Source: an optimization exercise on an open RTL-to-GDS flow (aim: a short achievable clock period and few clock cycles per item). Production flows keep margins and buffers that such runs may drop. Function was checked by simulation only, so behaviour that the tests miss may differ from the original. Power figures rest on the tool's default switching activity, not on a simulated workload.

## flow/design.v

```verilog
`timescale 1ns/1ns
`default_nettype none
package mdPkg;
  localparam int XLen           = 32;
  localparam int CountWidth     = 6;
  localparam int MaxRespCredits = 2;
  localparam int ReqCredits     = 1;
  typedef enum logic [2:0] {
    opMul    = 3'b000,
    opMulh   = 3'b001,
    opMulhsu = 3'b010,
    opMulhu  = 3'b011,
    opDiv    = 3'b100,
    opDivu   = 3'b101,
    opRem    = 3'b110,
    opRemu   = 3'b111
  } mdOp_t;
  typedef struct packed {
    mdOp_t           op;
    logic [XLen-1:0] lOp;
    logic [XLen-1:0] rOp;
  } mdReq_t;
  typedef struct packed {
    mdOp_t           op;
    logic [XLen-1:0] magL;
    logic [XLen-1:0] magR;
    logic            negResult;
    logic            negRem;
    logic            divByZero;
    logic            divOverflow;
  } mdOperands_t;
  typedef struct packed {
    logic [XLen-1:0] result;
    logic            divByZero;
    logic            divOverflow;
  } mdResp_t;
endpackage
`default_nettype wire
`timescale 1ns/1ns
`default_nettype none
module multDivUnit (
  input  logic        clk,
  input  logic        reset,
  input  logic [2:0]  reqOp,
  input  logic [31:0] reqLOp,
  input  logic [31:0] reqROp,
  input  logic        reqValid,
  output logic        reqCredit,
  output logic [31:0] respResult,
  output logic        respDivByZero,
  output logic        respDivOverflow,
  output logic        respValid,
  input  logic        respCredit
);
  localparam int RB  = 4;              
  localparam int NM  = (1 << RB) - 1;  
  localparam int MW  = 32 + RB;        
  localparam logic [2:0] sIdle  = 3'd0;
  localparam logic [2:0] sDivIt = 3'd1;
  localparam logic [2:0] sOut   = 3'd2;
  localparam logic [2:0] sMul   = 3'd3;
  localparam logic [2:0] sPow   = 3'd4;
  localparam logic [2:0] sNeg   = 3'd6;
  localparam int oMul  = 0;
  localparam int oFast = 1;
  localparam int oDiv  = 2;
  localparam int oPow  = 3;
  localparam int oMulS = 4;
  logic [31:0] L;
  logic [31:0] R;
  assign L = reqLOp;
  assign R = reqROp;
  logic        dSigned;
  logic [31:0] notL;
  logic        negL;
  logic        negR;
  logic [31:0] tL;
  logic [31:0] tR;
  logic [31:0] magL0;
  logic [31:0] magR0;
  logic        dbz0;
  logic        ovf0;
  logic        less0;
  logic        fast0;
  logic [31:0] fastRes0;
  assign dSigned = reqOp[2] && !reqOp[0];
  assign notL    = ~L;
  assign negL    = dSigned && L[31];
  assign negR    = dSigned && R[31];
  assign tL      = L ^ {32{negL}};
  assign tR      = R ^ {32{negR}};
  assign magL0   = tL + {31'd0, negL};
  assign magR0   = tR + {31'd0, negR};
  assign dbz0    = (L == 32'd0);
  assign ovf0    = dSigned && (L == 32'hffff_ffff) && (R == 32'h8000_0000);
  logic [32:0] low;
  logic        multi;
  logic        contig;
  logic        pow0;
  logic [31:0] kOne;
  logic [4:0]  kBin0;
  logic [31:0] mask0;
  always_comb begin
    low[0] = 1'b0;
    for (int i = 1; i <= 32; i++) low[i] = low[i-1] || L[i-1];
    multi  = 1'b0;
    contig = 1'b1;
    for (int i = 0; i < 32; i++) begin
      kOne[i]  = L[i] && !low[i];
      mask0[i] = !low[i+1];
      multi    = multi || (L[i] && low[i]);
    end
    for (int i = 0; i < 31; i++) contig = contig && !(L[i] && !L[i+1]);
    kBin0 = '0;
    for (int i = 0; i < 32; i++) kBin0 = kBin0 | (kOne[i] ? 5'(i) : 5'd0);
  end
  assign pow0 = negL ? contig : (low[32] && !multi);
  logic [33:0] sR;
  logic [33:0] sL;
  logic [33:0] aRmL;
  logic [33:0] aLmR;
  logic [33:0] aRpL;
  logic [33:0] aNRNL;
  assign sR    = {{2{negR}}, R};
  assign sL    = {{2{negL}}, L};
  assign aRmL  = sR - sL;
  assign aLmR  = sL - sR;
  assign aRpL  = sR + sL;
  assign aNRNL = ~sR + ~sL + 34'd2;
  always_comb begin
    case ({negR, negL})
      2'b00:   less0 = aRmL[33];
      2'b11:   less0 = aLmR[33];
      2'b01:   less0 = aRpL[33];
      default: less0 = aNRNL[33];
    endcase
  end
  assign fast0 = dbz0 || ovf0 || less0;
  always_comb begin
    if (reqOp[1]) fastRes0 = ovf0 ? 32'd0 : R;
    else if (dbz0) fastRes0 = 32'hffff_ffff;
    else if (ovf0) fastRes0 = 32'h8000_0000;
    else fastRes0 = 32'd0;
  end
  logic [33:0] zL;
  logic [33:0] zT;
  logic [33:0] zR;
  logic [32:0] eR;
  logic [9:1]  geI;
  logic [8:1]  iters0;
  logic [63:0] aligned0;
  always_comb begin
    zL[0] = 1'b1;
    zT[0] = 1'b1;
    for (int k = 1; k <= 32; k++) begin
      zL[k] = zL[k-1] && !tL[32-k];
      zT[k] = zT[k-1] && !tR[32-k];
    end
    zL[33] = 1'b0;
    zT[33] = 1'b0;
  end
  assign zR = negR ? {1'b0, zT[33:1]} : zT;
  for (genvar k = 0; k <= 32; k++) begin : g_eR
    assign eR[k] = zR[k] && !zR[k+1];
  end
  always_comb begin
    geI[1] = 1'b1;
    for (int i = 2; i <= 8; i++) begin
      geI[i] = 1'b0;
      for (int k = 0; k + 4*i - 4 <= 32; k++) geI[i] = geI[i] || (eR[k] && zL[k+4*i-4]);
    end
    geI[9] = 1'b0;
  end
  assign iters0 = geI[8:1];
  always_comb begin
    aligned0 = '0;
    for (int i = 1; i <= 8; i++)
      aligned0 = aligned0 | ((geI[i] && !geI[i+1]) ? ({magR0, 32'd0} >> (4*i)) : 64'd0);
  end
  function automatic logic [MW-1:0] multRow(input int j, input int k,
                                            input logic [MW-1:0] t);
    int p;
    case (j)
      1:  p = (k == 0) ? 1 : 0;
      2:  p = (k == 0) ? 2 : 0;
      3:  p = (k == 0) ? 1 : (k == 1) ? 2 : 0;
      4:  p = (k == 0) ? 4 : 0;
      5:  p = (k == 0) ? 1 : (k == 1) ? 4 : 0;
      6:  p = (k == 0) ? 2 : (k == 1) ? 4 : 0;
      7:  p = (k == 0) ? -1 : (k == 1) ? 8 : 0;
      8:  p = (k == 0) ? 8 : 0;
      9:  p = (k == 0) ? 1 : (k == 1) ? 8 : 0;
      10: p = (k == 0) ? 2 : (k == 1) ? 8 : 0;
      11: p = (k == 0) ? 1 : (k == 1) ? 2 : 8;
      12: p = (k == 0) ? 4 : (k == 1) ? 8 : 0;
      13: p = (k == 0) ? 1 : (k == 1) ? 4 : 8;
      14: p = (k == 0) ? -2 : (k == 1) ? 16 : 0;
      default: p = (k == 0) ? -1 : (k == 1) ? 16 : 0;
    endcase
    case (p)
      1:  multRow = t;
      2:  multRow = t << 1;
      4:  multRow = t << 2;
      8:  multRow = t << 3;
      16: multRow = t << 4;
      -1: multRow = ~t;
      -2: multRow = ~(t << 1);
      default: multRow = '0;
    endcase
  endfunction
  function automatic logic [MW-1:0] multConst(input int j, input logic n);
    multConst = (n ? MW'(j) : '0) + ((j == 7 || j == 14 || j == 15) ? MW'(1) : '0);
  endfunction
  logic [NM:1][MW-1:0] mult0;
  for (genvar j = 1; j <= NM; j++) begin : g_mult
    logic [MW-1:0] r0, r1, r2, r3;
    logic [MW-1:0] s1, c1, s2, c2;
    logic [MW-1:0] n0, n1, n2, n3;
    logic [MW-1:0] ns1, nc1, ns2, nc2;
    logic [MW-1:0] mPos, mNeg;
    assign r0 = multRow(j, 0, MW'(L));
    assign r1 = multRow(j, 1, MW'(L));
    assign r2 = multRow(j, 2, MW'(L));
    assign r3 = multConst(j, 1'b0);
    assign s1 = r0 ^ r1 ^ r2;
    assign c1 = ((r0 & r1) | (r0 & r2) | (r1 & r2)) << 1;
    assign s2 = s1 ^ c1 ^ r3;
    assign c2 = ((s1 & c1) | (s1 & r3) | (c1 & r3)) << 1;
    assign mPos = s2 + c2;
    assign n0 = multRow(j, 0, MW'(notL));
    assign n1 = multRow(j, 1, MW'(notL));
    assign n2 = multRow(j, 2, MW'(notL));
    assign n3 = multConst(j, 1'b1);
    assign ns1 = n0 ^ n1 ^ n2;
    assign nc1 = ((n0 & n1) | (n0 & n2) | (n1 & n2)) << 1;
    assign ns2 = ns1 ^ nc1 ^ n3;
    assign nc2 = ((ns1 & nc1) | (ns1 & n3) | (nc1 & n3)) << 1;
    assign mNeg = ns2 + nc2;
    assign mult0[j] = negL ? mNeg : mPos;
  end
  logic        sLs;
  logic        sRs;
  logic        smallL;
  logic        smallR;
  logic        smallMul0;
  logic [63:0] aL;
  logic [63:0] aR;
  logic [63:0] sA0, sA1, sB0, sB1;
  logic [15:0] gA, pA, gB, pB;
  assign sLs    = (reqOp[1:0] != 2'd3);
  assign sRs    = !reqOp[1];
  assign aL     = {{32{sLs && L[31]}}, L};
  assign aR     = {{32{sRs && R[31]}}, R};
  assign smallL = (L[31:9] == {23{sLs && L[31]}});
  assign smallR = (R[31:9] == {23{sRs && R[31]}});
  assign smallMul0 = smallL || smallR;
  smallMul i_smallR (.a(aL), .b(R[9:0]), .sum0(sA0), .sum1(sA1), .blkG(gA), .blkP(pA));
  smallMul i_smallL (.a(aR), .b(L[9:0]), .sum0(sB0), .sum1(sB1), .blkG(gB), .blkP(pB));
  logic        mSL;
  logic        mSR;
  logic [63:0] A64;
  logic [33:0] B34;
  assign mSL = (reqOp == 3'd1) || (reqOp == 3'd2);
  assign mSR = (reqOp == 3'd1);
  assign A64 = {{32{mSL && L[31]}}, L};
  assign B34 = {{2{mSR && R[31]}}, R};
  logic [17:0][63:0] pp;
  for (genvar i = 0; i < 17; i++) begin : g_booth
    logic b1, b0, bm;
    logic one, two, neg;
    logic [63:0] mag;
    assign b1  = B34[2*i+1];
    assign b0  = B34[2*i];
    if (i == 0) begin : g_first
      assign bm = 1'b0;
    end else begin : g_rest
      assign bm = B34[2*i-1];
    end
    assign one = b0 ^ bm;
    assign two = (b1 && !b0 && !bm) || (!b1 && b0 && bm);
    assign neg = b1;
    assign mag = one ? A64 : (two ? {A64[62:0], 1'b0} : 64'd0);
    assign pp[i] = ({64{neg}} ^ mag) << (2 * i);
  end
  always_comb begin
    pp[17] = 64'd0;
    for (int i = 0; i < 17; i++) pp[17][2*i] = B34[2*i+1];
  end
  logic [11:0][63:0] t1;
  logic [7:0][63:0]  t2;
  logic [5:0][63:0]  t3;
  logic [3:0][63:0]  t4;
  for (genvar k = 0; k < 6; k++) begin : g_l1
    assign t1[2*k]   = pp[3*k] ^ pp[3*k+1] ^ pp[3*k+2];
    assign t1[2*k+1] = ((pp[3*k] & pp[3*k+1]) | (pp[3*k] & pp[3*k+2]) |
                        (pp[3*k+1] & pp[3*k+2])) << 1;
  end
  for (genvar k = 0; k < 4; k++) begin : g_l2
    assign t2[2*k]   = t1[3*k] ^ t1[3*k+1] ^ t1[3*k+2];
    assign t2[2*k+1] = ((t1[3*k] & t1[3*k+1]) | (t1[3*k] & t1[3*k+2]) |
                        (t1[3*k+1] & t1[3*k+2])) << 1;
  end
  for (genvar k = 0; k < 2; k++) begin : g_l3
    assign t3[2*k]   = t2[3*k] ^ t2[3*k+1] ^ t2[3*k+2];
    assign t3[2*k+1] = ((t2[3*k] & t2[3*k+1]) | (t2[3*k] & t2[3*k+2]) |
                        (t2[3*k+1] & t2[3*k+2])) << 1;
  end
  assign t3[4] = t2[6];
  assign t3[5] = t2[7];
  for (genvar k = 0; k < 2; k++) begin : g_l4
    assign t4[2*k]   = t3[3*k] ^ t3[3*k+1] ^ t3[3*k+2];
    assign t4[2*k+1] = ((t3[3*k] & t3[3*k+1]) | (t3[3*k] & t3[3*k+2]) |
                        (t3[3*k+1] & t3[3*k+2])) << 1;
  end
  logic [2:0] state;
  logic [4:0] outSel;
  logic [1:0] respCredits;
  logic       creditHeld;
  logic       accept;
  logic [8:1] itCnt;
  assign accept    = (state == sIdle) && reqValid;
  assign respValid = (state == sOut) && (respCredits != 2'd0);
  always_ff @(posedge clk) begin
    if (reset) begin
      state       <= sIdle;
      reqCredit   <= 1'b0;
      creditHeld  <= 1'b0;
      respCredits <= 2'd0;
    end else begin
      reqCredit <= respValid ||
                   ((state == sIdle) && !creditHeld && !reqCredit);
      if (reqCredit) creditHeld <= 1'b1;
      else if (accept) creditHeld <= 1'b0;
      if (respCredit && !respValid) respCredits <= respCredits + 2'd1;
      else if (!respCredit && respValid) respCredits <= respCredits - 2'd1;
      case (state)
        sIdle:   if (reqValid) state <= !reqOp[2] ? (smallMul0 ? sOut : sMul) :
                                        fast0 ? sOut : pow0 ? sPow : sDivIt;
        sPow:    state <= sOut;
        sMul:    state <= sOut;
        sDivIt:  if (!itCnt[2]) state <= (opR[1] && negRemR) ? sNeg : sOut;
        sNeg:    state <= sOut;
        sOut:    if (respValid) state <= sIdle;
        default: state <= sIdle;
      endcase
    end
  end
  logic [1:0]          opR;
  logic [63:0]         sSum0;
  logic [63:0]         sSum1;
  logic [15:0]         sG;
  logic [15:0]         sP;
  logic [31:0]         magR;
  logic [4:0]          kBin;
  logic [31:0]         mask;
  logic                negQR;
  logic                negRemR;
  logic                dbzR;
  logic                ovfR;
  logic [31:0]         fastRes;
  logic [3:0][63:0]    prodRows;
  logic [NM:1][MW-1:0] multN;
  always_ff @(posedge clk) begin
    if (accept) begin
      opR      <= reqOp[1:0];
      outSel   <= '0;
      if (!reqOp[2]) outSel[smallMul0 ? oMulS : oMul] <= 1'b1;
      else outSel[fast0 ? oFast : pow0 ? oPow : oDiv] <= 1'b1;
      sSum0    <= smallR ? sA0 : sB0;
      sSum1    <= smallR ? sA1 : sB1;
      sG       <= smallR ? gA : gB;
      sP       <= smallR ? pA : pB;
      magR     <= magR0;
      kBin     <= kBin0;
      mask     <= mask0;
      negQR    <= negL ^ negR;
      negRemR  <= negR;
      dbzR     <= reqOp[2] && dbz0;
      ovfR     <= reqOp[2] && ovf0;
      fastRes  <= fastRes0;
      prodRows <= t4;
      multN    <= ~mult0;
    end
  end
  logic [31:0] prReg;
  logic [31:0] remNeg;
  logic [31:0] dReg;
  logic [31:0] qReg;
  logic [31:0] qmReg;
  logic [MW-1:0]    x;
  logic [NM+1:1]    ge;
  logic [32*NM-1:0] diff;
  logic [NM:0]      sel;
  logic [RB-1:0]    digit;
  logic [RB-1:0]    digitm;
  logic [31:0]      npr;
  assign x  = {prReg, dReg[31:32-RB]};
  for (genvar j = 1; j <= NM; j++) begin : g_sub
    logic [MW:0] d;
    assign d     = {1'b0, x} + {1'b1, multN[j]} + (MW+1)'(1);
    assign ge[j] = !d[MW];
    assign diff[32*(j-1) +: 32]  = d[31:0];
  end
  assign ge[NM+1] = 1'b0;
  assign sel[0] = !ge[1];
  for (genvar j = 1; j <= NM; j++) begin : g_sel
    assign sel[j] = ge[j] && !ge[j+1];
  end
  always_comb begin
    npr   = sel[0] ? x[31:0] : 32'd0;
    digit = '0;
    for (int j = 1; j <= NM; j++) begin
      npr   = npr  | (sel[j] ? diff[32*(j-1) +: 32] : 32'd0);
      digit = digit | (sel[j] ? RB'(j) : RB'(0));
    end
  end
  assign digitm = digit - RB'(1);
  always_ff @(posedge clk) begin
    if (accept) begin
      prReg <= aligned0[63:32];
      dReg  <= aligned0[31:0];
      qReg  <= 32'd0;
      qmReg <= 32'hffff_ffff;
      itCnt <= iters0;
    end else if (state == sDivIt) begin
      prReg  <= npr;
      dReg   <= dReg << RB;
      qReg   <= {qReg[31-RB:0], digit};
      qmReg  <= sel[0] ? {qmReg[31-RB:0], {RB{1'b1}}} : {qReg[31-RB:0], digitm};
      itCnt  <= itCnt >> 1;
    end
  end
  logic [2:0][63:0] t5;
  logic [1:0][63:0] t6;
  logic [63:0]      product;
  logic [31:0]      mulRes;
  logic [31:0]      divRes;
  assign t5[0] = prodRows[0] ^ prodRows[1] ^ prodRows[2];
  assign t5[1] = ((prodRows[0] & prodRows[1]) | (prodRows[0] & prodRows[2]) |
                  (prodRows[1] & prodRows[2])) << 1;
  assign t5[2] = prodRows[3];
  assign t6[0] = t5[0] ^ t5[1] ^ t5[2];
  assign t6[1] = ((t5[0] & t5[1]) | (t5[0] & t5[2]) | (t5[1] & t5[2])) << 1;
  assign product = t6[0] + t6[1];
  always_ff @(posedge clk) begin
    if (state == sNeg) remNeg <= -prReg;
  end
  always_ff @(posedge clk) begin
    if (state == sMul) mulRes <= (opR == 2'd0) ? product[31:0] : product[63:32];
  end
  always_comb begin
    if (opR[1]) divRes = negRemR ? remNeg : prReg;
    else        divRes = negQR ? ~qmReg : qReg;
  end
  logic [31:0] powQ;
  logic [31:0] powR;
  logic [31:0] qMag;
  logic [31:0] rMag;
  assign qMag = magR >> kBin;
  assign rMag = magR & mask;
  always_ff @(posedge clk) begin
    if (state == sPow) begin
      powQ <= negQR ? -qMag : qMag;
      powR <= negRemR ? -rMag : rMag;
    end
  end
  logic [15:0] pg1, pp1, pg2, pp2, pg3, pp3;
  logic [15:0] blkC;
  logic [63:0] sProd;
  logic [31:0] mulSRes;
  always_comb begin
    for (int b = 0; b < 16; b++) begin
      pg1[b] = sG[b];
      pp1[b] = sP[b];
    end
    for (int b = 0; b < 16; b++) begin
      pg2[b] = (b >= 2) ? (pg1[b] || (pp1[b] && pg1[b-2])) : pg1[b];
      pp2[b] = (b >= 2) ? (pp1[b] && pp1[b-2]) : pp1[b];
    end
    for (int b = 0; b < 16; b++) begin
      pg3[b] = (b >= 4) ? (pg2[b] || (pp2[b] && pg2[b-4])) : pg2[b];
      pp3[b] = (b >= 4) ? (pp2[b] && pp2[b-4]) : pp2[b];
    end
    for (int b = 0; b < 16; b++) blkC[b] = (b >= 8) ? (pg3[b] || (pp3[b] && pg3[b-8])) : pg3[b];
    sProd[3:0] = sSum0[3:0];
    for (int b = 1; b < 16; b++) sProd[4*b +: 4] = blkC[b-1] ? sSum1[4*b +: 4] : sSum0[4*b +: 4];
  end
  assign mulSRes = (opR == 2'd0) ? sProd[31:0] : sProd[63:32];
  assign respResult = ({32{outSel[oMul]}}  & mulRes) |
                      ({32{outSel[oMulS]}} & mulSRes) |
                      ({32{outSel[oFast]}} & fastRes) |
                      ({32{outSel[oPow]}}  & (opR[1] ? powR : powQ)) |
                      ({32{outSel[oDiv]}}  & divRes);
  assign respDivByZero   = dbzR;
  assign respDivOverflow = ovfR;
endmodule
module smallMul (
  input  logic [63:0] a,
  input  logic [9:0]  b,
  output logic [63:0] sum0,
  output logic [63:0] sum1,
  output logic [15:0] blkG,
  output logic [15:0] blkP
);
  logic [5:0][63:0] pp;
  for (genvar i = 0; i < 5; i++) begin : g_booth
    logic b1, b0, bm;
    logic one, two, neg;
    logic [63:0] mag;
    assign b1 = b[2*i+1];
    assign b0 = b[2*i];
    if (i == 0) begin : g_first
      assign bm = 1'b0;
    end else begin : g_rest
      assign bm = b[2*i-1];
    end
    assign one = b0 ^ bm;
    assign two = (b1 && !b0 && !bm) || (!b1 && b0 && bm);
    assign neg = b1;
    assign mag = one ? a : (two ? {a[62:0], 1'b0} : 64'd0);
    assign pp[i] = ({64{neg}} ^ mag) << (2 * i);
  end
  always_comb begin
    pp[5] = 64'd0;
    for (int i = 0; i < 5; i++) pp[5][2*i] = b[2*i+1];
  end
  logic [63:0] s1, c1, s2, c2, s3, c3, s4, c4;
  assign s1 = pp[0] ^ pp[1] ^ pp[2];
  assign c1 = ((pp[0] & pp[1]) | (pp[0] & pp[2]) | (pp[1] & pp[2])) << 1;
  assign s2 = pp[3] ^ pp[4] ^ pp[5];
  assign c2 = ((pp[3] & pp[4]) | (pp[3] & pp[5]) | (pp[4] & pp[5])) << 1;
  assign s3 = s1 ^ c1 ^ s2;
  assign c3 = ((s1 & c1) | (s1 & s2) | (c1 & s2)) << 1;
  assign s4 = s3 ^ c3 ^ c2;
  assign c4 = ((s3 & c3) | (s3 & c2) | (c3 & c2)) << 1;
  logic [15:0] g;
  logic [15:0] p;
  for (genvar k = 0; k < 16; k++) begin : g_blk
    logic [4:0] t0;
    logic [4:0] t1;
    assign t0 = {1'b0, s4[4*k +: 4]} + {1'b0, c4[4*k +: 4]};
    assign t1 = {1'b0, s4[4*k +: 4]} + {1'b0, c4[4*k +: 4]} + 5'd1;
    assign sum0[4*k +: 4] = t0[3:0];
    assign sum1[4*k +: 4] = t1[3:0];
    assign g[k] = t0[4];
    assign p[k] = t1[4];
    if (k == 0) begin : g_p0
      assign blkG[k] = g[k];
      assign blkP[k] = p[k];
    end else begin : g_pk
      assign blkG[k] = g[k] || (p[k] && g[k-1]);
      assign blkP[k] = p[k] && p[k-1];
    end
  end
endmodule
`default_nettype wire
```

## flow/run.sh

```bash
#!/bin/bash
# synth_recipe.tcl (not shown) runs the flow's synth.tcl, then flattens the netlist and writes it again
# the make line also repeats each setting of config.mk as NAME=value (left out here)
make -C /OpenROAD-flow-scripts/flow DESIGN_CONFIG=/design/flow/config.mk WORK_HOME=/design/flow/orfs CLKGATE_MAP_FILE= SYNTH_SCRIPT=/design/flow/synth_recipe.tcl finish
```

## flow/config.mk

```make
export PLATFORM = sky130hd
export DESIGN_NAME = multDivUnit
export DESIGN_NICKNAME = multDivUnit
export VERILOG_FILES = /design/flow/design.v
export SDC_FILE = /design/flow/constraint.sdc
export NUM_CORES = 4
export LEC_CHECK = 0
export CAP_MARGIN = 40
export CORE_MARGIN = 2
export CORE_UTILIZATION = 30
export SETUP_SLACK_MARGIN = 2.0
export SLEW_MARGIN = 30
```

## flow/constraint.sdc

```tcl
create_clock -name core_clock -period 6.0 [get_ports {clk}]
set_input_delay 1.2000 -clock core_clock [delete_from_list [all_inputs] [get_ports {clk}]]
set_output_delay 1.2000 -clock core_clock [all_outputs]
set_load 0.01 [all_outputs]
```

==> results of run 1 <==
## worst min-delay path: cells and delay by family, from the launching register on
| family | cells | cell delay [ns] |
|---|---|---|
| simple gates | 2 | 0.10 |
| flops | 1 | 0.30 |
## cells in the final DEF, fill, tap and decap left out, types with 255 or more instances in the layout
cell type / count
buf_4: 2574
ha_1: 1837
nand2_1: 1400
xnor2_1: 1297
inv_1: 1078
nor2_1: 963
a21oi_1: 959
edfxtp_1: 941
o21ai_0: 664
fa_1: 623
buf_6: 538
a21o_1: 519
xor2_1: 351
a22oi_1: 309
ha_4: 296
buf_12: 293
mux2i_1: 255
## flip-flops by register name (all words and copies together), names as in the netlist, 32 cells and up
register	flops
multN	300
mask	32
magR	32
sSum1	44
powQ	32
mulRes	32
prodRows	216
qReg	32
dReg	32
qmReg	32
sSum0	47
fastRes	32
powR	32
prReg	32
remNeg	32
## through the flow
step	total power, mW	util, %	cell area [um2]	TNS, ns	setup slack [ns]
4_1_cts	120.7	37.40	190100	0	0.9133
2_1_floorplan	63.17	-	153700	0	0.08406
6_report	142.7	42.15	214200	0	0.9015
5_1_grt	149.5	42.14	214100	0	0.8085
3_3_place_gp	107.4	35.60	180900	-63.16	-0.7438
3_5_place_dp	107.9	35.65	181200	-58.66	-0.7122
## layout make-up
class,count,area [um2]
well taps,6732,8423
clock inverters,82,853.3
fillers,49314,293900
repair inverters,1,11.26
diodes,31,77.57
inverters,1362,5515
repair buffers,3626,35270
multi-input cells,14145,130500
clock buffers,173,3859
flip-flops and latches,1012,29680
## power by group
group | total [mW] | switching, mW | internal, mW
combinational | 120 | 67.7 | 51.9
clock | 9.10 | 3.99 | 5.11
sequential | 13.9 | 1.52 | 12.4
## what timing repair did
| item | CTS | global route |
|---|---|---|
| buffers inserted | 160 | 712 |
| setup endpoints to repair | 737 | 723 |
| resized for setup | 720 | 3841 |
| gates cloned | 5 | 67 |
| hold buffers | 0 | 0 |
| pin swaps | 199 | 1531 |
## layer usage
metal / routed length (um) / share of wire, %
met4: 79730 / 9.8
met2: 356700 / 44
met1: 305000 / 37
met3: 75270 / 9.2
met5: 210 / 0.026
## final timing paths
| path | from | endpoint | slack (ns) | cells after the start |
|---|---|---|---|---|
| max | reqLOp[5] | pp1[11]$_DFFE_PP_ | 0.90 | 19 |
| min | qReg[31]$_SDFFE_PP0N_ | qReg[31]$_SDFFE_PP0N_ | 0.45 | 2 |
| max reg2reg | prodRows[21]$_DFFE_PP_ | mulRes[11]$_DFFE_PN_ | 1.01 | 22 |
| min reg2reg | qReg[31]$_SDFFE_PP0N_ | qReg[31]$_SDFFE_PP0N_ | 0.45 | 2 |
## cells by family (layout without fill, tap and decap cells)
family	Yosys count	after routing	share of synthesized area, %
compound gates	4641	4641	19.70
xor+xnor	1853	1853	10.63
fa+ha+maj	3049	3049	29.14
buf+inv	2193	5244	5.484
flops	1012	1012	19.44
mux	399	400	2.993
other cells	0	31	0
simple gates	4199	4202	12.61
==> results.ini, run 1 <==
[outcome]
status=complete, no violations

[sta]
rsz0062_at_grt=yes
finClkSkew_ns=0.06587
drv_slew=0
max_freq_mhz=196.1
fin_crit_ns=5.099
worst_hold_slack_ns=0.4483
setup_viol=0
hold_viol_final=0
final.period_utilization_pct=84.98
relSlewSlack_pct=7.343
worst_pin_slew_ns=1.377

[clock_network]
clockBufferDepth=4
htreeDepth=4
cts.clk_slew.worst_paths_ns=0.06
cts_buffers=145
cts_tree=built
cts_sinks=1012
cts-root-buf=clkbuf_16
clock_latency_ns=0.90

[global_route]
grtUsageMet2_pct=45.79
grt_usage_pct=29.08
use_met3_pct=5.841
met1_usage_pct=34.98
grt_first_pass_wirelength_um=1074000
antenna_found_initial=57
busiest_layer=met2
grt_max_degree=138
globalRouteOverflowTotal=0
grt_pass1_vias=145380

[floorplan]
start_util_pct=30.05
core_um2=508100
die_y_um=717.4
dieArea_um2=514600
io_pins=107
num_rows=262
die_w_um=717.4

[layout]
drive_gt1_share_pct=32.37
area_growth_pct=40.29
layout.cells.non_filler=27164
nNetsFinal=23409

[synthesis]
yosysTopAreaCellShare_pct=18.51
synth_nets=20462
synth.most_common_cell=ha_1
avgSynthCellArea_um2=8.801
ys_warn_count=2
synth-seq-cells=1012
synth.top_cells.by_count=2199 x ha_1, 1521 x nand2_1, 1469 x xnor2_1, 1325 x inv_1, 1256 x a21oi_1
synth.distinct_cells=117
synth_area_leader_cell=edfxtp_1
syn_inst=17346
synth_flop_cell=edfxtp_1
yosysSeqAreaShare_pct=19.44
synth_area_leaders=edfxtp_1 19%, ha_1 18%, fa_1 11%, xnor2_1 8.4%, a21oi_1 4.1%
syn_area_um2=152700
synth-edff-count=941
async_reset_ff_share_pct=0

[critical_path]
critPathLaunchType=input port
path_max_fanout=7
cp_top_family=adder cells
worstPathArrival_ns=5.71
crit_slowest_cell=fa_1
required_ns=6.61
end_kind=flop
crit_top_cell=fa_1
path_buf_inv=4
slowest_delay_ns=0.58
cp_cell_sequence=buf_16 > clkinv_16 > ha_4 > mux2_4 > buf_12 > o21ai_4 > xnor2_2 > fa_2 > buf_6 > fa_1 > fa_1 > ha_1 > a21o_1 > a21oi_2 > xnor2_1 > and3_4 > xor2_4 > or3_1 > o31ai_1
worstSetupPathType=in2reg

[detailed_routing]
wl_um=817000
vias=154347
drtIter0Drc=17082
drcViolationCount=0
detail-route-antenna-nets=0
via_per_inst=5.682
drt-pass1-iter-count=9
post_drt_wl_per_cell_um=30.08

[place]
io_buffers=106
routabilityCongestion=1.042
post-place-cells=25929
dp_hpwl_um=629300

[pwr]
leakage_nw=92.11
ir_drop_v=0.001441
power.density_nw_per_um2=666.2

[run]
max-cap-violations=0

[worst_hold_path]
hp-class=reg2reg

Testbench counts, summed over its fixed seeds: cycles 12,850, ops 3,200.
==> run 2: changes to the inputs <==
--- a/flow/config.mk
+++ b/flow/config.mk
@@ -9,4 +9,5 @@
 export CORE_MARGIN = 2
 export CORE_UTILIZATION = 30
+export PLACE_DENSITY = 0.68
 export SETUP_SLACK_MARGIN = 2.0
 export SLEW_MARGIN = 30
==> run 2 against run 1 <==
Net effect:
- still clean on timing, DRC and antenna
- core utilization is 0.45 points lower
- routed wire length is 3.4% lower
- count of clock-buffer cells in the layout down 30
- hold slack improved by 0.00098 ns
- die area unchanged
- via count is 1.4% higher
- synthesized cell count unchanged
- maximum frequency down 2.5%
- register-to-register slack is essentially flat
- flip-flop and latch count is the same
- sequential power is essentially flat
- critical path type is now reg2out
- critical endpoint is now respResult[20]
- largest power group unchanged
==> results.ini, run 2 <==
[global_route]
grt_max_degree=123  ; -11%
globalRouteOverflowTotal=0  ; unchanged
grt_first_pass_wirelength_um=1030000  ; -4.1%
antenna_found_initial=69  ; +21%
grt_usage_pct=27.59  ; -1.5 points
grt_pass1_vias=145807  ; +0.29%

[synthesis]
avgSynthCellArea_um2=8.801  ; unchanged
synth.most_common_cell=ha_1
yosysTopAreaCellShare_pct=18.51  ; unchanged
synth-seq-cells=1012  ; unchanged
syn_area_um2=152700  ; unchanged
synth_area_leader_cell=edfxtp_1
synth.top_cells.by_count=2199 x ha_1, 1521 x nand2_1, 1469 x xnor2_1, 1325 x inv_1, 1256 x a21oi_1
synth_nets=20462  ; unchanged
async_reset_ff_share_pct=0  ; unchanged
synth_flop_cell=edfxtp_1
synth-edff-count=941  ; unchanged
syn_inst=17346  ; unchanged
synth.distinct_cells=117  ; unchanged
yosysSeqAreaShare_pct=19.44  ; unchanged
synth_area_leaders=edfxtp_1 19%, ha_1 18%, fa_1 11%, xnor2_1 8.4%, a21oi_1 4.1%
ys_warn_count=2  ; unchanged

[detailed_routing]
drcViolationCount=0  ; unchanged
drtIter0Drc=18743  ; +9.7%
drt-pass1-iter-count=9  ; unchanged
wl_um=789300  ; -3.4%
detail-route-antenna-nets=0  ; unchanged
vias=156511  ; +1.4%
post_drt_wl_per_cell_um=29.27  ; -2.7%
via_per_inst=5.804  ; +2.1%

[clock_network]
htreeDepth=3  ; -1
clockBufferDepth=4  ; unchanged
cts_sinks=1012  ; unchanged
cts_buffers=125  ; -14%
cts-root-buf=clkbuf_16
cts_tree=built
ctsHoldBuffers=0  ; unchanged
cts.clk_slew.worst_paths_ns=0.07  ; about the same
clock_latency_ns=0.97  ; +0.07 ns

[floorplan]
die_y_um=717.4  ; unchanged
start_util_pct=30.05  ; unchanged
dieArea_um2=514600  ; unchanged
die_w_um=717.4  ; unchanged
core_um2=508100  ; unchanged
num_rows=262  ; unchanged
io_pins=107  ; unchanged

[sta]
worst_pin_slew_ns=1.103  ; -0.2747 ns
fin_ws_ns=0.7686  ; -0.1329 ns
hold_viol_final=0  ; unchanged
max_freq_mhz=191.2  ; -2.5%
fin_crit_ns=5.231  ; +0.1329 ns
setup_viol=0  ; unchanged
rsz0062_at_grt=yes
relSlewSlack_pct=26.20  ; +19 points
final.period_utilization_pct=87.19  ; +2.2 points
drv_slew=0  ; unchanged
finClkSkew_ns=0.06705  ; +0.001188 ns

[layout]
post-route-util_pct=41.70  ; -0.45 points
largest_reg_flops=300  ; unchanged
fillers=48416  ; -1.8%
top_regs=multN x300, prodRows x216, sSum0 x47
drive_gt1_share_pct=31.40  ; -0.97 points
top_register=multN
area_growth_pct=38.78
mostFrequentLayoutCells=2431 x buf_4, 1876 x ha_1, 1396 x nand2_1
nNetsFinal=23204  ; -0.88%
final_common_cell=buf_4

[pwr]
leakage_nw=90.96  ; -1.3%
ir_drop_v=0.001293  ; -10%
total_power_mw=136.8  ; -4.1%
power.density_nw_per_um2=645.7  ; -3.1%

[critical_path]
cp_top_family=compound AO/OA/AOI/OAI gates
slowest_delay_ns=0.43  ; -0.15 ns
reg2reg_depth=21  ; -4.5%
crit_top_cell=a21oi_4
r2r-start=mask[0]$_DFFE_PP_
crit_slowest_cell=edfxtp_1
ff2ff_setup_slack_ns=1.01  ; about the same
path_buf_inv=5  ; +1
reg2reg_to=prReg[8]$_DFFE_PP_
critPathLaunchType=flop
required_ns=4.80  ; -1.81 ns
path_max_fanout=3  ; -4
end_kind=primary output
worstSetupPathType=reg2out
cp_cell_sequence=a21o_4 > a21oi_4 > inv_2 > a21o_1 > a21oi_4 > inv_2 > a21o_4 > a21oi_4 > mux2_4 > o21ai_2 > buf_6 > o211ai_1 > buf_4 > buf_6
worstPathArrival_ns=4.03  ; -1.68 ns

[worst_hold_path]
min_path_cells=2  ; unchanged
min-delay-start=qReg[29]$_SDFFE_PP0N_
hp-class=reg2reg
hold_end=qReg[29]$_SDFFE_PP0N_

[place]
dp_hpwl_um=595200  ; -5.4%
io_buffers=106  ; unchanged
place_ws_ns=-1.203  ; -0.4906 ns
routabilityCongestion=1.082  ; +3.9%

[outcome]
status=complete, no violations

[run]
max-cap-violations=0  ; unchanged

-- run 2: changes by cell type in the layout (fill, tap and decap cells not counted), sizes merged, moves of 3 or more --
cell	change
buf	-182
bufinv	+3
clkbuf	-32
clkinv	-16
clkinvlp	+6
diode	+12
inv	+12
-- run 2: cells by family (layout without fill, tap and decap cells) --
kind of cell | count (synthesis) | count (layout) | share of synthesized area (%)
xor gates and xnor gates | 1853 | 1853 | 10.63
and+or+nand+nor | 4199 | 4200 | 12.61
buffers and inverters | 2193 | 5034 | 5.484
AOI/OAI and AO/OA | 4641 | 4642 | 19.70
other | 0 | 43 | 0
muxes | 399 | 401 | 2.993
DFF | 1012 | 1012 | 19.44
adders and majority gates | 3049 | 3049 | 29.14
-- run 2: routing by layer --
layer  GRT usage [%]  up-vias  share of wire [%]
met4           20.72       26                 10
met2           42.54     9714                 42
li1                -    67560                  -
met1           33.25    76318                 36
met3           6.802     2893                 11
met5               0        -              0.022
-- run 2: how the worst max path moves through the flow --
stage	startpoint	endpoint	slack, ns	depth (start not counted)
after global placement	reqLOp[7]	multN[394]$_DFFE_PP_	-1.39	24
after global routing	reqROp[4]	pp1[10]$_DFFE_PP_	0.76	22
after detailed placement	reqLOp[7]	multN[394]$_DFFE_PP_	-1.20	24
final	pg1[0]$_DFFE_PP_	respResult[20]	0.77	14
after CTS	reqLOp[5]	multN[320]$_DFFE_PP_	0.84	21
after floorplan	reqROp[31]	state[2]$_SDFFE_PP0P_	0.08	24
-- run 2: per-stage QoR --
stage	hold slack, ns	instance area, um2	std cells	TNS, ns
6_report	0.4493	211900	26966	0
5_1_grt	0.4713	211800	26940	0
4_1_cts	0.4524	188000	26155	0
3_5_place_dp	0.4428	179800	25776	-59.16
3_3_place_gp	0.4382	179500	25760	-62.59
2_1_floorplan	0.4305	153700	17346	0
-- run 2: layout make-up --
class | instances | area [um2] | area share (%)
multi-input combinational | 14145 | 130300 | 61.48
timing repair buffer | 3441 | 33710 | 15.91
sequential | 1012 | 29680 | 14.01
tap | 6732 | 8423 | 3.976
inverter | 1362 | 5441 | 2.568
clock buffer | 143 | 3267 | 1.542
clock inverter | 87 | 974.7 | 0.4600
antenna | 43 | 107.6 | 0.05079
timing repair inverter | 1 | 5.005 | 0.002362
-- run 2: worst min-delay path: stages (launching register included) --
cell and delay (ns):
dfxtp_1 0.30, nand3_1 0.06, nand2_1 0.04
-- run 2: what timing repair did --
item | 4_1_cts | 5_1_grt
buffers inserted | 141 | 698
gates cloned | 8 | 61
gates resized for setup | 676 | 3805
setup endpoints to repair | 731 | 725
pin swaps | 157 | 1604
-- run 2: power by group --
group / total [mW] / switching, mW / internal (mW)
Combinational: 115 / 63.7 / 50.9
Sequential: 14.0 / 1.56 / 12.4
Clock: 8.25 / 3.70 / 4.55
Total: 137 / 68.9 / 67.9
==> run 3: changes to the inputs <==
--- a/flow/config.mk
+++ b/flow/config.mk
@@ -9,5 +9,4 @@
 export CORE_MARGIN = 2
 export CORE_UTILIZATION = 30
-export PLACE_DENSITY = 0.68
-export SETUP_SLACK_MARGIN = 2.0
+export SETUP_SLACK_MARGIN = 3.0
 export SLEW_MARGIN = 30
==> run 3 against run 2 <==
Net effect:
- still clean on timing, DRC and antenna
- critical path depth up 11
- final cell count up 0.73%
- combinational power about the same
- via count down 0.69%
- design area up 2.1%
- critical endpoint is now pp1[10]$_DFFE_PP_
- largest power group unchanged
- highest routed layer unchanged
==> results.ini, run 3 <==
[pwr]
p_int_mw=68.87  ; +1.4%
p_sw_mw=72.41  ; +5.1%
ir_drop_v=0.001369  ; +5.9%
power_frac_seq_pct=9.9  ; -0.3 points
leakage_nw=92.69  ; +1.9%
clkPwrFrac_pct=6.4  ; +0.4 points
power.density_nw_per_um2=653.3  ; +1.2%
pwr-share-comb_pct=83.7  ; about the same
swShare_pct=51.25  ; +0.88 points

[sta]
fin_ws_ns=0.8265  ; +0.05788 ns
worst_pin_slew_ns=1.374  ; +0.2709 ns
finClkSkew_ns=0.1009  ; +0.03386 ns
max_freq_mhz=193.3  ; +1.1%
rsz0062_at_grt=yes
setup_viol=0  ; unchanged
fin_crit_ns=5.174  ; -0.05788 ns
final.period_utilization_pct=86.23  ; -0.96 points
relSlewSlack_pct=7.604  ; -19 points
drv_slew=0  ; unchanged
hold_viol_final=0  ; unchanged

[synthesis]
synth_flop_cell=edfxtp_1
async_reset_ff_share_pct=0  ; unchanged
syn_inst=17346  ; unchanged
synth_nets=20462  ; unchanged
synth_area_leaders=edfxtp_1 19%, ha_1 18%, fa_1 11%, xnor2_1 8.4%, a21oi_1 4.1%
ys_warn_count=2  ; unchanged
yosysSeqAreaShare_pct=19.44  ; unchanged
synth_area_leader_cell=edfxtp_1
avgSynthCellArea_um2=8.801  ; unchanged
synth.most_common_cell=ha_1
synth-edff-count=941  ; unchanged
synth-seq-cells=1012  ; unchanged
syn_area_um2=152700  ; unchanged
synth.distinct_cells=117  ; unchanged
yosysTopAreaCellShare_pct=18.51  ; unchanged
synth.top_cells.by_count=2199 x ha_1, 1521 x nand2_1, 1469 x xnor2_1, 1325 x inv_1, 1256 x a21oi_1

[clock_network]
cts_sinks=1012  ; unchanged
cts.clk_slew.worst_paths_ns=0.05  ; -0.02 ns
ctsHoldBuffers=0  ; unchanged
cts_tree=built
cts-root-buf=clkbuf_16
cts_buffers=143  ; +14%
clockBufferDepth=4  ; unchanged
clock_latency_ns=0.98  ; about the same
htreeDepth=4  ; +1

[layout]
area_growth_pct=41.65
post-route-util_pct=42.56  ; +0.86 points
top_regs=multN x300, prodRows x216, sSum0 x47
largest_reg_flops=300  ; unchanged
drive_gt1_share_pct=33.72  ; +2.3 points
final_common_cell=buf_4
fillers=48888  ; +0.97%
mostFrequentLayoutCells=2579 x buf_4, 1812 x ha_1, 1418 x nand2_1
layout.cells.non_filler=27164  ; +0.73%
nNetsFinal=23420  ; +0.93%
top_register=multN

[critical_path]
ff2ff_setup_slack_ns=0.96  ; -0.05 ns
cp_top_family=adder cells
end_kind=flop
required_ns=6.78  ; +1.98 ns
path_max_fanout=7  ; +4
critPathLaunchType=input port
worstPathArrival_ns=5.95  ; +1.92 ns
crit_slowest_cell=fa_2
worstSetupPathType=in2reg
slowest_delay_ns=0.58  ; +0.15 ns
path_buf_inv=10  ; +5

[run]
max-cap-violations=0  ; unchanged

[place]
post-place-cells=25885  ; +0.42%
dp_hpwl_um=630300  ; +5.9%
place_ws_ns=-0.8631  ; +0.3397 ns
io_buffers=106  ; unchanged
routabilityCongestion=1.053  ; -2.7%

[floorplan]
die_y_um=717.4  ; unchanged
num_rows=262  ; unchanged
start_util_pct=30.05  ; unchanged
core_um2=508100  ; unchanged
die_w_um=717.4  ; unchanged
io_pins=107  ; unchanged
dieArea_um2=514600  ; unchanged

[worst_hold_path]
hp-class=reg2reg

[global_route]
grt_pass1_vias=146013  ; +0.14%
globalRouteOverflowTotal=0  ; unchanged
grt_usage_pct=29.25  ; +1.7 points
grt_max_degree=159  ; +29%
antenna_found_initial=56  ; -19%
grt_first_pass_wirelength_um=1080000  ; +4.8%

[outcome]
status=complete, no violations

[detailed_routing]
vias=155437  ; -0.69%
drt-pass1-iter-count=10  ; +1
detail-route-antenna-nets=0  ; unchanged
wl_um=826200  ; +4.7%
drcViolationCount=0  ; unchanged
post_drt_wl_per_cell_um=30.42  ; +3.9%
drtIter0Drc=16435  ; -12%
via_per_inst=5.722  ; -1.4%

-- run 3: cell counts after synthesis --
Identical to the previous run, type by type.
-- run 3: cells by family (layout without fill, tap and decap cells) --
family	count (synthesis)	after routing	share of synthesized area [%]
AND/OR/NAND/NOR	4199	4200	12.61
AO/OA/AOI/OAI	4641	4642	19.70
adder cells (fa/ha/maj)	3049	3049	29.14
other	0	19	0
flip-flops	1012	1012	19.44
buffers and inverters	2193	5258	5.484
multiplexers	399	399	2.993
XOR/XNOR	1853	1853	10.63
-- run 3: worst reg2reg max path: cells and delay by family, from the launching register on --
family          cells  cell delay [ns]
compound gates     12             2.65
xor+xnor            1             0.21
fa+ha+maj           2             0.58
flops               1             0.47
buf+inv             6             0.89
-- run 3: worst paths after layout --
path                                             from                     to  cells after the start
worst max register to register      mask[0]$_DFFE_PP_    prReg[26]$_DFFE_PP_                     21
worst max-delay path                        reqROp[4]      pp1[10]$_DFFE_PP_                     25
worst min-delay path            qReg[28]$_SDFFE_PP0N_  qReg[28]$_SDFFE_PP0N_                      2
worst min register to register  qReg[28]$_SDFFE_PP0N_  qReg[28]$_SDFFE_PP0N_                      2
-- run 3: layout make-up --
cell class	count	area (um2)	share of cell area, %
Multi-Input combinational cell	14143	132200	61.14
Timing Repair Buffer	3641	35680	16.50
Sequential cell	1012	29680	13.73
Tap cell	6732	8423	3.895
Inverter	1362	5518	2.552
Clock buffer	175	3757	1.738
Clock inverter	79	907.1	0.4195
Antenna cell	19	47.55	0.02199
Timing Repair inverter	1	11.26	0.005207
-- run 3: repair_timing --
item	CTS	global route
cloned	9	75
setup endpoints to repair	1043	1252
resized for setup	578	4423
pin swaps	190	1659
setup buffers	137	780
-- run 3: per-layer routing --
layer / wire, um / up-vias / share of wire, % / GRT usage, %
li1: - / 67958 / - / -
met2: 360800 / 8250 / 44 / 46.48
met5: 110 / - / 0.013 / 0
met1: 306200 / 76697 / 37 / 35.45
met4: 81610 / 18 / 9.9 / 21.74
met3: 77600 / 2514 / 9.4 / 5.208
-- run 3: per-stage QoR --
stage / hold slack, ns / instance area, um2 / power (mW) / TNS [ns]
floorplan: 0.4305 / 153700 / 63.13 / 0
global placement: 0.4376 / 180500 / 107.1 / -88.89
detailed placement: 0.4443 / 180800 / 107.5 / -84.26
CTS: 0.4537 / 189000 / 120.6 / 0
global route: 0.4650 / 216200 / 147.9 / 0
finish: 0.4517 / 216200 / 141.3 / 0
-- run 3: power groups by stage --
stage	clock, mW	sequential, mW	combinational [mW]
6_report	9.05	14.0	118
5_1_grt	9.32	14.1	124
4_1_cts	9.12	13.9	97.6
3_5_place_dp	0	14.2	93.3
3_3_place_gp	0	14.2	92.9
2_1_floorplan	0	13.6	49.6
==> run 4: changes to the inputs <==
--- a/flow/config.mk
+++ b/flow/config.mk
@@ -8,5 +8,5 @@
 export CAP_MARGIN = 40
 export CORE_MARGIN = 2
-export CORE_UTILIZATION = 30
-export SETUP_SLACK_MARGIN = 3.0
+export CORE_UTILIZATION = 26
+export SETUP_SLACK_MARGIN = 2.0
 export SLEW_MARGIN = 30
==> run 4 against run 3 <==
Net effect:
- count of clock-buffer cells in the layout down 9
- synthesized cell count unchanged
- still clean
- largest cell class unchanged
- non-clock buffer count down 79
- via count up 0.12%
- setup slack better by 0.057 ns
==> results.ini, run 4 <==
[outcome]
status=complete, no violations

[pwr]
p_int_mw=70.57  ; +2.5%
p_sw_mw=72.90  ; +0.68%
swShare_pct=50.81  ; -0.44 points
total_power_mw=143.5  ; +1.6%
leakage_nw=91.80  ; -0.96%
power_frac_seq_pct=9.8  ; about the same
pwr-share-comb_pct=83.9  ; +0.2 points
clkPwrFrac_pct=6.3  ; about the same
ir_drop_v=0.001100  ; -20%
power.density_nw_per_um2=663.2  ; +1.5%

[place]
io_buffers=106  ; unchanged
dp_hpwl_um=602900  ; -4.3%
routabilityCongestion=1.035  ; -1.7%
dpl_cell_area_um2=181200  ; +0.22%

[floorplan]
io_pins=107  ; unchanged
dieArea_um2=593300  ; +15%
num_rows=281  ; +7.3%
die_w_um=770.3  ; +7.4%
start_util_pct=26.08  ; -4.0 points
core_um2=585400  ; +15%
die_y_um=770.3  ; +7.4%

[critical_path]
worstSetupPathType=in2reg
end_kind=flop
path_buf_inv=11  ; +1
crit_top_cell=buf_12
ff2ff_setup_slack_ns=0.91  ; -0.05 ns
path_max_fanout=6  ; -1
critPathLaunchType=input port
r2r-start=prodRows[23]$_DFFE_PP_
critPathLaunch=reqROp[4]
crit_slowest_cell=fa_1
slowest_delay_ns=0.54  ; -0.04 ns
required_ns=6.80  ; +0.02 ns
worstPathArrival_ns=5.92  ; -0.03 ns
cp_top_family=adder cells

[global_route]
globalRouteOverflowTotal=0  ; unchanged
grt_usage_pct=24.39  ; -4.9 points
grt_pass1_vias=146235  ; +0.15%
grt_first_pass_wirelength_um=1053000  ; -2.5%
antenna_found_initial=56  ; unchanged
grt_max_degree=160  ; +0.63%

[sta]
setup_viol=0  ; unchanged
drv_slew=0  ; unchanged
worst_pin_slew_ns=1.361  ; -0.01255 ns
max_freq_mhz=195.4  ; +1.1%
hold_viol_final=0  ; unchanged
rsz0062_at_grt=yes
relSlewSlack_pct=8.448  ; +0.84 points
finClkSkew_ns=0.1211  ; +0.02016 ns
fin_crit_ns=5.117  ; -0.05700 ns
final.period_utilization_pct=85.28  ; -0.95 points

[synthesis]
synth_area_leaders=edfxtp_1 19%, ha_1 18%, fa_1 11%, xnor2_1 8.4%, a21oi_1 4.1%
synth.top_cells.by_count=2199 x ha_1, 1521 x nand2_1, 1469 x xnor2_1, 1325 x inv_1, 1256 x a21oi_1
synth_area_leader_cell=edfxtp_1
synth-seq-cells=1012  ; unchanged
synth.distinct_cells=117  ; unchanged
synth-edff-count=941  ; unchanged
avgSynthCellArea_um2=8.801  ; unchanged
async_reset_ff_share_pct=0  ; unchanged
synth_nets=20462  ; unchanged
yosysSeqAreaShare_pct=19.44  ; unchanged
syn_area_um2=152700  ; unchanged
yosysTopAreaCellShare_pct=18.51  ; unchanged
synth.most_common_cell=ha_1
syn_inst=17346  ; unchanged
synth_flop_cell=edfxtp_1
ys_warn_count=2  ; unchanged

[layout]
mostFrequentLayoutCells=2515 x buf_4, 1786 x ha_1, 1392 x nand2_1
fillers=57843  ; +18%
drive_gt1_share_pct=32.79  ; -0.93 points
top_register=multN
final_common_cell=buf_4
final_cell_area_um2=216300  ; about the same
largest_reg_flops=300  ; unchanged
nNetsFinal=23339  ; -0.35%
multi_input_area_um2=131500  ; -0.55%
area_growth_pct=41.70  ; about the same
top_regs=multN x300, prodRows x216, sSum0 x47
seqCellArea_um2=29680  ; about the same

[detailed_routing]
drt-pass1-iter-count=12  ; +2
wl_um=804700  ; -2.6%
drtIter0Drc=17680  ; +7.6%
vias=155629  ; +0.12%
detail-route-antenna-nets=0  ; unchanged
via_per_inst=5.529  ; -3.4%
post_drt_wl_per_cell_um=28.59  ; -6.0%
drcViolationCount=0  ; unchanged

[run]
max-cap-violations=0  ; unchanged

[clock_network]
cts-root-buf=clkbuf_16
cts_buffers=143  ; unchanged
htreeDepth=4  ; unchanged
cts_sinks=1012  ; unchanged
cts_tree=built
clock_latency_ns=0.99  ; about the same
clockBufferDepth=4  ; unchanged
cts.clk_slew.worst_paths_ns=0.06  ; about the same

[worst_hold_path]
hp-class=reg2reg
min-delay-start=qReg[18]$_SDFFE_PP0N_

-- run 4: cell counts after synthesis --
Identical to the previous run, type by type.
-- run 4: metrics by stage --
stage               hold WS, ns  setup WS [ns]  util, %  setup TNS [ns]  instances
global route             0.3849         0.7782    36.95               0      28137
floorplan                0.4305        0.08406        -               0      17346
detailed placement       0.4435        -0.7004    30.95          -55.96      26823
finish                   0.3682         0.8835    36.96               0      28146
CTS                      0.3767         0.9157    32.48               0      27250
global placement         0.4402        -0.8707    30.88          -80.93      26794
-- run 4: path summary, 6_finish.rpt --
check / depth (start not counted) / endpoint
hold / removal: 2 / qReg[22]$_SDFFE_PP0N_
setup reg to reg: 19 / mulRes[31]$_DFFE_PN_
hold reg to reg: 2 / qReg[22]$_SDFFE_PP0N_
setup / recovery: 26 / pp1[3]$_DFFE_PP_
-- run 4: logic make-up (layout without fill, tap and decap cells) --
group	Yosys count	in the layout	synth area share, %
other	0	34	0
DFF	1012	1012	19.44
xor gates and xnor gates	1853	1853	10.63
AOI/OAI and AO/OA	4641	4641	19.70
adders and majority gates	3049	3049	29.14
muxes	399	399	2.993
and+or+nand+nor	4199	4200	12.61
buffers and inverters	2193	5176	5.484
-- run 4: what timing repair did --
item | 4_1_cts | 5_1_grt
pin swaps | 211 | 1618
endpoints found under the hold margin | 0 | 0
gates cloned | 18 | 74
endpoints found under the setup margin | 764 | 721
hold buffers | 0 | 0
buffers inserted | 157 | 781
gates resized for setup | 668 | 4021
-- run 4: worst min-delay path: stages, from the launching register on --
cell	delay, ns
dfxtp_1	0.33
nand2_1	0.06
nand2_1	0.04
-- run 4: power groups by stage --
| stage | Sequential [mW] | Clock [mW] | Combinational [mW] |
|---|---|---|---|
| global placement | 14.4 | 0 | 90.7 |
| detailed placement | 14.3 | 0 | 91.6 |
| finish | 14.0 | 9.03 | 120 |
| global route | 14.1 | 9.32 | 127 |
| floorplan | 13.6 | 0 | 49.6 |
| CTS | 14.0 | 9.12 | 96.4 |
-- run 4: per-layer routing --
| metal | part of all wire (%) | wire length [um] | vias to the layer above | GRT usage [%] |
|---|---|---|---|---|
| li1 | - | - | 67857 | - |
| met1 | 38 | 302200 | 76705 | 30.47 |
| met2 | 43 | 345700 | 8634 | 38.23 |
| met3 | 11 | 85490 | 2415 | 4.933 |
| met4 | 8.8 | 71170 | 18 | 15.76 |
| met5 | 0.021 | 169 | - | 0.05682 |
-- run 4: layout make-up --
type                       instances  area share [%]
antenna                           34         0.03933
clock inverter                    86          0.4315
clock buffer                     166           1.718
inverter                        1362           2.527
timing repair buffer            3562           16.28
sequential                      1012           13.72
multi-input combinational      14142           60.78
tap                             7782           4.501
==> run 5: changes to the inputs <==
--- a/flow/config.mk
+++ b/flow/config.mk
@@ -8,5 +8,5 @@
 export CAP_MARGIN = 40
 export CORE_MARGIN = 2
-export CORE_UTILIZATION = 26
-export SETUP_SLACK_MARGIN = 2.0
+export CORE_UTILIZATION = 32
+export SETUP_SLACK_MARGIN = 1.7
 export SLEW_MARGIN = 30
==> run 5 against run 4 <==
Net effect:
- critical path depth is 1 lower
- core utilization is 7.0 points higher
- sequential share of layout area is 0.50 points higher
- count of clock-buffer cells in the layout is 10 lower
- still clean on timing, DRC and antenna
- maximum frequency is 1.9% lower
- combinational power is 5% lower
- global-route usage is 5.1 points higher
- clock power is 0.7% higher
==> results.ini, run 5 <==
[critical_path]
worstSetupPathType=in2reg
critPathLaunchType=input port
path_max_fanout=5  ; -1
end_kind=flop
worstPathArrival_ns=5.90  ; -0.02 ns
required_ns=6.68  ; -0.12 ns

[pwr]
p_sw_mw=69.13  ; -5.2%
total_power_mw=136.7  ; -4.7%
power.density_nw_per_um2=654.9  ; -1.3%
leakage_nw=90.22  ; -1.7%
clkPwrFrac_pct=6.7  ; +0.4 points
ir_drop_v=0.001473  ; +34%
swShare_pct=50.58  ; -0.23 points
power_frac_seq_pct=10.2  ; +0.4 points
pwr-share-comb_pct=83.1  ; -0.8 points
p_int_mw=67.55  ; -4.3%

[synthesis]
syn_inst=17346  ; unchanged
synth-seq-cells=1012  ; unchanged
synth.top_cells.by_count=2199 x ha_1, 1521 x nand2_1, 1469 x xnor2_1, 1325 x inv_1, 1256 x a21oi_1
yosysTopAreaCellShare_pct=18.51  ; unchanged
yosysSeqAreaShare_pct=19.44  ; unchanged
ys_warn_count=2  ; unchanged
syn_area_um2=152700  ; unchanged
synth-edff-count=941  ; unchanged
synth_area_leader_cell=edfxtp_1
async_reset_ff_share_pct=0  ; unchanged
avgSynthCellArea_um2=8.801  ; unchanged
synth_flop_cell=edfxtp_1
synth_area_leaders=edfxtp_1 19%, ha_1 18%, fa_1 11%, xnor2_1 8.4%, a21oi_1 4.1%
synth.most_common_cell=ha_1
synth_nets=20462  ; unchanged
synth.distinct_cells=117  ; unchanged

[sta]
finClkSkew_ns=0.08651  ; -0.03456 ns
worst_pin_slew_ns=1.003  ; -0.3580 ns
fin_crit_ns=5.218  ; +0.1016 ns
fin_ws_ns=0.7819  ; -0.1016 ns
final.period_utilization_pct=86.97  ; +1.7 points
setup_viol=0  ; unchanged
max_freq_mhz=191.6  ; -1.9%
rsz0062_at_grt=yes
relSlewSlack_pct=32.99  ; +25 points
drv_slew=0  ; unchanged
hold_viol_final=0  ; unchanged
tns_ns=0  ; unchanged

[place]
routabilityCongestion=1.053  ; +1.7%
io_buffers=106  ; unchanged
place_ws_ns=-0.7613  ; -0.06088 ns
dp_hpwl_um=590200  ; -2.1%

[floorplan]
core_um2=474800  ; -19%
die_y_um=694.7  ; -9.8%
dieArea_um2=482600  ; -19%
io_pins=107  ; unchanged
num_rows=253  ; -10%
start_util_pct=32.15  ; +6.1 points
die_w_um=694.7  ; -9.8%

[layout]
seqCellArea_um2=29680  ; unchanged
final_common_cell=buf_4
multi_input_area_um2=128700  ; -2.1%
top_regs=multN x300, prodRows x216, sSum0 x47
top_register=multN
drive_gt1_share_pct=30.02  ; -2.8 points
largest_reg_flops=300  ; unchanged
nNetsFinal=23141  ; -0.85%
area_growth_pct=36.71
fillers=45148  ; -22%
mostFrequentLayoutCells=2429 x buf_4, 1873 x ha_1, 1409 x nand2_1

[detailed_routing]
detail-route-antenna-nets=0  ; unchanged
via_per_inst=5.809  ; +5.1%
post_drt_wl_per_cell_um=29.26  ; +2.3%
drtIter0Drc=17034  ; -3.7%
drt-pass1-iter-count=10  ; -2
drcViolationCount=0  ; unchanged
vias=153473  ; -1.4%
wl_um=772900  ; -3.9%

[clock_network]
clock_latency_ns=0.96  ; -0.03 ns
cts_buffers=138  ; -3.5%
cts_sinks=1012  ; unchanged
cts-root-buf=clkbuf_16
cts_tree=built
htreeDepth=4  ; unchanged
cts.clk_slew.worst_paths_ns=0.06  ; about the same
clockBufferDepth=4  ; unchanged

[global_route]
grt_first_pass_wirelength_um=1031000  ; -2.1%
grt_usage_pct=29.47  ; +5.1 points
grt_max_degree=124  ; -23%
grt_pass1_vias=145312  ; -0.63%
globalRouteOverflowTotal=0  ; unchanged
antenna_found_initial=63  ; +13%

[outcome]
status=complete, no violations

[run]
max-cap-violations=0  ; unchanged

[worst_hold_path]
hp-class=reg2reg

run 5: cell counts after synthesis:
No cell type changed its count.
run 5: logic make-up (layout without fill, tap and decap cells):
family                   Yosys count  in the layout  share of synthesized area [%]
AO/OA/AOI/OAI                   4641           4641                          19.70
XOR/XNOR                        1853           1853                          10.63
adder cells (fa/ha/maj)         3049           3049                          29.14
buffers and inverters           2193           4973                          5.484
flip-flops                      1012           1012                          19.44
multiplexers                     399            400                          2.993
other                              0             45                              0
AND/OR/NAND/NOR                 4199           4200                          12.61
run 5: routing by layer:
layer	share of wire [%]	track usage, %	vias up
li1	-	-	67438
met1	37	35.19	75195
met2	44	46.18	8363
met3	10	6.393	2449
met4	9.8	22.65	28
met5	0.024	0	-
run 5: critical path, stage by stage:
cell and delay, ns:
buf_12 0.11, buf_12 0.16, clkinv_8 0.07, buf_12 0.13
ha_4 0.15, mux2_4 0.34, buf_12 0.16, buf_16 0.13
buf_12 0.13, nand2_4 0.06, o21ai_2 0.06, xnor2_1 0.14
fa_1 0.52, inv_2 0.04, fa_1 0.48, fa_1 0.54
inv_2 0.05, ha_4 0.16, fa_2 0.56, ha_4 0.15
and3_4 0.21, xnor2_2 0.07, buf_4 0.15, nand3_2 0.07
nand2_1 0.06
run 5: path summary, 6_finish.rpt:
path              cells after the start  slack [ns]                    end                    start
setup / recovery                     25        0.78       pp1[5]$_DFFE_PP_                reqLOp[2]
hold / removal                        2        0.45  qReg[29]$_SDFFE_PP0N_    qReg[29]$_SDFFE_PP0N_
setup reg to reg                     19        0.90   mulRes[31]$_DFFE_PN_  prodRows[151]$_DFFE_PP_
hold reg to reg                       2        0.45  qReg[29]$_SDFFE_PP0N_    qReg[29]$_SDFFE_PP0N_
run 5: final cells by class:
type / instances / share of cell area [%]
Clock inverter: 87 / 0.5047
Inverter: 1362 / 2.585
Multi-Input combinational cell: 14143 / 61.68
Clock buffer: 156 / 1.736
Sequential cell: 1012 / 14.22
Timing Repair Buffer: 3367 / 15.47
Tap cell: 6247 / 3.745
Timing Repair inverter: 1 / 0.002398
Antenna cell: 45 / 0.05395
run 5: per-stage QoR:
step | cells | util [%] | instance area [um2] | hold WS (ns)
floorplan | 17346 | - | 153500 | 0.4305
global placement | 25309 | 37.73 | 179100 | 0.4382
detailed placement | 25333 | 37.78 | 179400 | 0.4417
CTS | 25725 | 39.55 | 187800 | 0.4517
global route | 26403 | 43.95 | 208700 | 0.4693
finish | 26420 | 43.96 | 208700 | 0.4538
run 5: timing repair:
action                                  in CTS  in global routing
buffers inserted                           142                594
endpoints found under the setup margin     651                662
pin swaps                                  160               1403
gates resized for setup                    628               3326
hold buffers                                 0                  0
gates cloned                                 7                 50
run 5: power by group through the flow:
stage	registers (mW)	logic [mW]	clock network, mW
6_report	14.0	114	9.09
2_1_floorplan	13.6	49.7	0
3_3_place_gp	14.3	88.4	0
4_1_cts	13.9	92.7	9.15
5_1_grt	14.1	120	9.34
3_5_place_dp	14.2	89.1	0
==> run 6: changes to the inputs <==
--- a/flow/design.v
+++ b/flow/design.v
@@ -116,4 +116,6 @@
   end
   assign pow0 = negL ? contig : (low[32] && !multi);
+  logic        powNow0;
+  assign powNow0 = !negR && (reqOp[1] || !negL);
   logic [33:0] sR;
   logic [33:0] sL;
@@ -336,5 +338,6 @@
       case (state)
         sIdle:   if (reqValid) state <= !reqOp[2] ? (smallMul0 ? sOut : sMul) :
-                                        fast0 ? sOut : pow0 ? sPow : sDivIt;
+                                        fast0 ? sOut : pow0 ? (powNow0 ? sOut : sPow) :
+                                        sDivIt;
         sPow:    state <= sOut;
         sMul:    state <= sOut;
@@ -460,5 +463,8 @@
   assign rMag = magR & mask;
   always_ff @(posedge clk) begin
-    if (state == sPow) begin
+    if (accept) begin
+      powQ <= R >> kBin0;
+      powR <= R & mask0;
+    end else if (state == sPow) begin
       powQ <= negQR ? -qMag : qMag;
       powR <= negRemR ? -rMag : rMag;
--- a/flow/config.mk
+++ b/flow/config.mk
@@ -8,5 +8,5 @@
 export CAP_MARGIN = 40
 export CORE_MARGIN = 2
-export CORE_UTILIZATION = 32
-export SETUP_SLACK_MARGIN = 1.7
+export CORE_UTILIZATION = 30
+export SETUP_SLACK_MARGIN = 2.0
 export SLEW_MARGIN = 30
==> run 6 against run 5 <==
Net effect:
- routed wire length up 6.8%
- flip-flop and latch count did not move
- design area is 4.2% higher
- hold slack better by 0.016 ns
- maximum frequency increased by 0.39%
- setup slack better by 0.020 ns
- combinational power is 4% higher
- clock skew down 0.020 ns
- critical path type is now reg2out
- highest routed layer unchanged
==> results.ini, run 6 <==
[floorplan]
die_y_um=721.2  ; +3.8%
io_pins=107  ; unchanged
core_um2=512700  ; +8.0%
dieArea_um2=520100  ; +7.8%
die_w_um=721.2  ; +3.8%

[clock_network]
clock_latency_ns=0.94  ; -0.02 ns
cts.clk_slew.worst_paths_ns=0.06  ; about the same
ctsHoldBuffers=0  ; unchanged
htreeDepth=4  ; unchanged
cts_buffers=143  ; +3.6%
cts_sinks=1012  ; unchanged

[layout]
top_regs=multN x300, prodRows x216, sSum0 x47
drive_gt1_share_pct=32.72  ; +2.7 points
seqCellArea_um2=29680  ; unchanged
nNetsFinal=23609  ; +2.0%

[synthesis]
synth_nets=20683  ; +1.1%
synth_area_leader_cell=edfxtp_1
synth.top_cells.by_count=2199 x ha_1, 1482 x xnor2_1, 1431 x nand2_1, 1325 x inv_1, 1288 x a21oi_1
synth_flop_cell=edfxtp_1
yosysSeqAreaShare_pct=19.23  ; -0.20 points
syn_area_um2=154300  ; +1.1%
yosysTopAreaCellShare_pct=18.31  ; -0.19 points
synth-edff-count=941  ; unchanged
ys_warn_count=2  ; unchanged

[run]
max-cap-violations=0  ; unchanged

[global_route]
grt_max_degree=142  ; +15%
globalRouteOverflowTotal=0  ; unchanged
grt_first_pass_wirelength_um=1088000  ; +5.6%

[place]
dpl_cell_area_um2=182800  ; +1.9%
dp_hpwl_um=627900  ; +6.4%

[pwr]
leakage_nw=92.92  ; +3.0%
ir_drop_v=0.001353  ; -8.1%
total_power_mw=141.9  ; +3.8%
power.density_nw_per_um2=652.9  ; -0.31%

[critical_path]
critPathLaunch=pg1[0]$_DFFE_PP_
required_ns=4.80  ; -1.88 ns
end_kind=primary output
worstSetupPathType=reg2out
path_max_fanout=3  ; -2

[worst_hold_path]
hp-class=reg2reg

[sta]
max_freq_mhz=192.4  ; +0.39%
worst_hold_slack_ns=0.4697  ; +0.01588 ns
finClkSkew_ns=0.06625  ; -0.02025 ns
hold_viol_final=0  ; unchanged
final.period_utilization_pct=86.63  ; -0.34 points

[outcome]
status=complete, no violations

[detailed_routing]
wl_um=825600  ; +6.8%
vias=158021  ; +3.0%
detail-route-antenna-nets=0  ; unchanged

run 6: cell types whose count changed in the layout (fill, tap and decap cells not counted), sizes merged, moves of 18 or more:
cell,delta
nand2,-91
a221o,-20
a21oi,+33
o21ai,+83
mux2,+59
a21o,-45
o22ai,+23
clkbuf,+18
xor2,-21
buf,+281
a22o,+33
mux2i,+63
run 6: timing repair:
action	CTS	global route
resized for setup	653	4163
cloned	17	68
setup endpoints to repair	746	755
pin swaps	195	1671
setup buffers	166	713
run 6: final timing paths:
path	to	slack (ns)	cells after the start
min	qReg[28]$_SDFFE_PP0N_	0.47	1
max	respResult[20]	0.80	14
max reg2reg	mulRes[31]$_DFFE_PN_	1.04	14
min reg2reg	qReg[28]$_SDFFE_PP0N_	0.47	1
run 6: area by class of cell:
| class | instances | area share, % |
|---|---|---|
| clock inverters | 90 | 0.4483 |
| repair buffers | 3661 | 16.65 |
| inverters | 1355 | 2.481 |
| flip-flops and latches | 1012 | 13.65 |
| multi-input cells | 14320 | 61.15 |
| clock buffers | 163 | 1.688 |
| diodes | 35 | 0.04028 |
| well taps | 6757 | 3.889 |
run 6: worst max-delay path, cell delays in order (launching register included):
cell	delay [ns]
edfxtp_1	0.44
a21o_4	0.25
a21oi_4	0.20
inv_2	0.06
a21o_1	0.19
a21oi_2	0.21
inv_2	0.07
a21o_1	0.21
a21oi_4	0.20
mux2_4	0.33
o21ai_2	0.15
buf_6	0.14
o211ai_1	0.12
buf_4	0.21
dlygate4sd2_1	0.28
run 6: metal layers:
layer	wire length, um	global-route usage [%]	up-vias
met1	307100	35.72	77573
met3	85730	5.903	2546
met5	246	0	-
li1	-	-	68827
met2	357800	45.63	9051
met4	74610	19.31	24
run 6: cell families (layout without fill, tap and decap cells):
family / count (synthesis) / in the layout / share of synthesized area (%)
AOI/OAI and AO/OA: 4739 / 4739 / 19.70
and+or+nand+nor: 4161 / 4161 / 12.43
adders and majority gates: 3048 / 3048 / 28.83
buffers and inverters: 2236 / 5269 / 5.483
xor gates and xnor gates: 1846 / 1846 / 10.48
DFF: 1012 / 1012 / 19.23
muxes: 525 / 526 / 3.839
other: 0 / 35 / 0
run 6: metrics by stage:
step / setup slack (ns) / instances
2_1_floorplan: 0.07114 / 17567
3_3_place_gp: -1.060 / 26124
3_5_place_dp: -0.8564 / 26138
4_1_cts: 0.8043 / 26574
5_1_grt: 0.7342 / 27377
6_report: 0.8023 / 27393
run 6: power breakdown:
part	internal, mW	switching, mW	leakage [nW]
combinational	52.7	65.9	81.1
sequential	12.6	1.74	9.54
clock	4.96	4.00	2.23
Testbench counts of run 6, summed over its fixed seeds: cycles 12,776, ops 3,200.
